This is an optimization exercise on Yosys and OpenROAD, whose aim is small area, a short achievable clock period and few clock cycles per item, not a production implementation.
The RTL was checked by simulation tests, not by an equivalence proof against the original design.
Power and IR drop assume default switching activity.

## run A
Design output_eval_top, start of the top module:
module output_eval_top (
	input logic clk,
	input logic reset,
	input logic wb_cyc_i,
	input logic wb_stb_i,
	input logic wb_we_i,
	input logic [99:0] wb_dat_i,
	output logic [58:0] wb_dat_o,
	output logic wb_ack_o
);
	localparam int TB = 32;  
	logic wr;  
	logic rd;  
	logic held_q;  
	logic [7:0] count_q;
	logic [1:0] idx_q;
	logic correct_q;
	logic [4*TB-1:0] t_q;  
	logic [4*TB-1:0] t_d;
	logic [47:0] delta;
	logic signed [11:0] act [4];  
	logic [3:0] win;  
	logic [1:0] idx_d;
	logic hit;
	assign wr = wb_cyc_i && wb_stb_i && wb_we_i;
	assign rd = wb_cyc_i && wb_stb_i && !wb_we_i && held_q;
	assign wb_ack_o = wr || rd;
	for (genvar g = 0; g < 4; g++) begin : g_neuron
		assign act[g] = wb_dat_i[52 + 12*g +: 12];
		fxp_mul u_mul (
			.a_i(act[g]),
			.y_i(wb_dat_i[g]),
			.d_i(wb_dat_i[4 + 12*g +: 12]),
			.t_o(t_d[TB*g +: TB])
		);
		fxp_mul_round u_round (
			.t_i(t_q[TB*g +: TB]),
			.p_o(delta[12*g +: 12])
		);
	end
	logic ge01, ge02, ge03, ge12, ge13, ge23;
	assign ge01 = act[0] >= act[1];
	assign ge02 = act[0] >= act[2];
	assign ge03 = act[0] >= act[3];
	assign ge12 = act[1] >= act[2];
	assign ge13 = act[1] >= act[3];
	assign ge23 = act[2] >= act[3];
	assign win[0] = ge01 && ge02 && ge03;
	assign win[1] = !ge01 && ge12 && ge13;
	assign win[2] = !ge02 && !ge12 && ge23;
	assign win[3] = !ge03 && !ge13 && !ge23;
	assign idx_d = {win[2] || win[3], win[1] || win[3]};
	assign hit = |(win & wb_dat_i[3:0]);
	always_ff @(posedge clk or posedge reset) begin
		if (reset) begin
			held_q <= 1'b0;
  ...
export LEC_CHECK = 0
export ABC_AREA = 1
export CAP_MARGIN = 20
export CORE_MARGIN = 2
export CORE_UTILIZATION = 40
export SETUP_SLACK_MARGIN = 3.0
export SLEW_MARGIN = 20
create_clock -name core_clock -period 7.5 [get_ports {clk}]
run.sh (not shown) runs the stock make flow with config.mk's settings and CLKGATE_MAP_FILE= SYNTH_SCRIPT=/design/flow/synth_recipe.tcl, a recipe that flattens the netlist after the stock synthesis.
Testbench counts of run A, summed over its fixed seeds: cycles 6,400, items 3,200.
Edits applied to the flow inputs when going from run A to run K:
Settings: a change of SETUP_SLACK_MARGIN from 3.0 to 3.5.
--- outcome ---
- End of the critical path: t_q[63] -> run A, wb_dat_o[14] -> run K
- Taking run K as 1.0, run A lands at 0.24 on post-CTS setup buffer count.
- Compared with run A, run K shows count of cells resized by post-cts repair that has gone up by more than 100%.
- On worst hold slack, run K does worse than run A.
- Run K gives less post-layout minimum cycle time than run A did.
- Measured against each other, run K and run A differ in number of buffers and inverters on the critical path, the higher figure coming from run A.
- When the final numbers for run K and run A were put side by side, the fraction of power spent switching nets turned out to be greater in run A.
- Compared with run A, run K degrades net switching power.
- On run K: signed area change from the synthesized netlist to the final layout is 21 points higher than what run A gave.


Another version of the RTL of output_eval_top (not shown whole).
For scale: ~2500 cells after synthesis, about 170 I/O pins.
==> flow/config.mk <==
export PLATFORM = sky130hd
export DESIGN_NAME = output_eval_top
export DESIGN_NICKNAME = output_eval_top
export VERILOG_FILES = /design/flow/design.v
export SDC_FILE = /design/flow/constraint.sdc
export NUM_CORES = 4
export LEC_CHECK = 0
export ABC_AREA = 1
export CAP_MARGIN = 20
export CORE_MARGIN = 2
export CORE_UTILIZATION = 40
export CTS_BUF_LIST = sky130_fd_sc_hd__clkbuf_4 sky130_fd_sc_hd__clkbuf_8
export SETUP_SLACK_MARGIN = 3.0
export SLEW_MARGIN = 20
==> flow/constraint.sdc <==
create_clock -name core_clock -period 7.5 [get_ports {clk}]
set_input_delay 1.5000 -clock core_clock [delete_from_list [all_inputs] [get_ports {clk}]]
set_output_delay 1.5000 -clock core_clock [all_outputs]
set_load 0.01 [all_outputs]
standard.sh (not shown) runs the stock make flow with config.mk's settings and CLKGATE_MAP_FILE= SYNTH_SCRIPT=/design/flow/synth_recipe.tcl, a recipe that flattens the netlist after the stock synthesis.
==> flow/flow/run.sh <==
#!/bin/bash
set -euo pipefail
export BUFFER_PORTS_ARGS="-buffer_cell sky130_fd_sc_hd__buf_1"
bash standard.sh > standard.log 2>&1
The baseline passed the timing, DRC and antenna checks.
Testbench counts at the start, summed over its fixed seeds: cycles 6,400, items 3,200.
Next try:
- SETUP_SLACK_MARGIN: 3.0 -> 3.4
Wire length climbs by 1.7%.
Via count climbs by 1.6%.
Global-route usage barely changes.
Utilization climbs by 5.6 points.
First-iteration DRC count drops by 16%.
Next try:
- SETUP_SLACK_MARGIN: 3.4 -> 3.2
Effect: The changed run completed with no timing, DRC or antenna violations; non-clock buffer count falls by 46; setup slack is worse by 0.097 ns; clock skew stays flat; utilization is lower by 2.9 points; sequential share of layout area rose by 0.89 points; count of clock-buffer cells in the layout is unchanged; area after synthesis is unchanged; via count went down by 1.1%.
Next try:
- SETUP_SLACK_MARGIN: 3.2 -> 3.1
Design area goes down by 4.2%.
Clock power goes down by 5.7%.
Global-route usage goes down by 0.63 points.
First-iteration DRC count goes up by 17%.
Clock skew hardly moves.

## static timing again, ports no longer ideal
Ports are ideal in the flow. The routed layouts listed here were re-timed in OpenROAD. Step 1, drivers: a clkbuf_16 drives clk and a buf_2 each remaining input, both assumed. Step 2 moves the port delays by t, midway between the first and last clock arrival at a register: inputs arrive t later, outputs are due t later. That takes back most of the time a late clock gives input paths. Slacks: ideal / step 1 / step 2; pairs: ideal / step 1.
run	t, ns	slack for setup (ns)	hold slack, ns
run A	0.533	3.011 / 2.962 / 2.437	0.494 / 0.494 / 0.494
run K	0.540	3.076 / 3.016 / 2.602	0.485 / 0.485 / 0.485
the first run of note 2	0.596	3.064 / 3.033 / 2.437	0.471 / 0.471 / 0.471
the second run of note 2	0.604	3.316 / 3.259 / 2.684	0.468 / 0.468 / 0.468
the third run of note 2	0.595	3.219 / 3.203 / 2.609	0.478 / 0.478 / 0.478
the fourth run of note 2	0.607	3.172 / 3.133 / 2.526	0.473 / 0.473 / 0.473
After both steps every run listed still meets setup and hold. The setup slack of the fourth run of note 2, which loses most, moves by -0.039 ns with the drivers and by -0.646 ns with both steps.
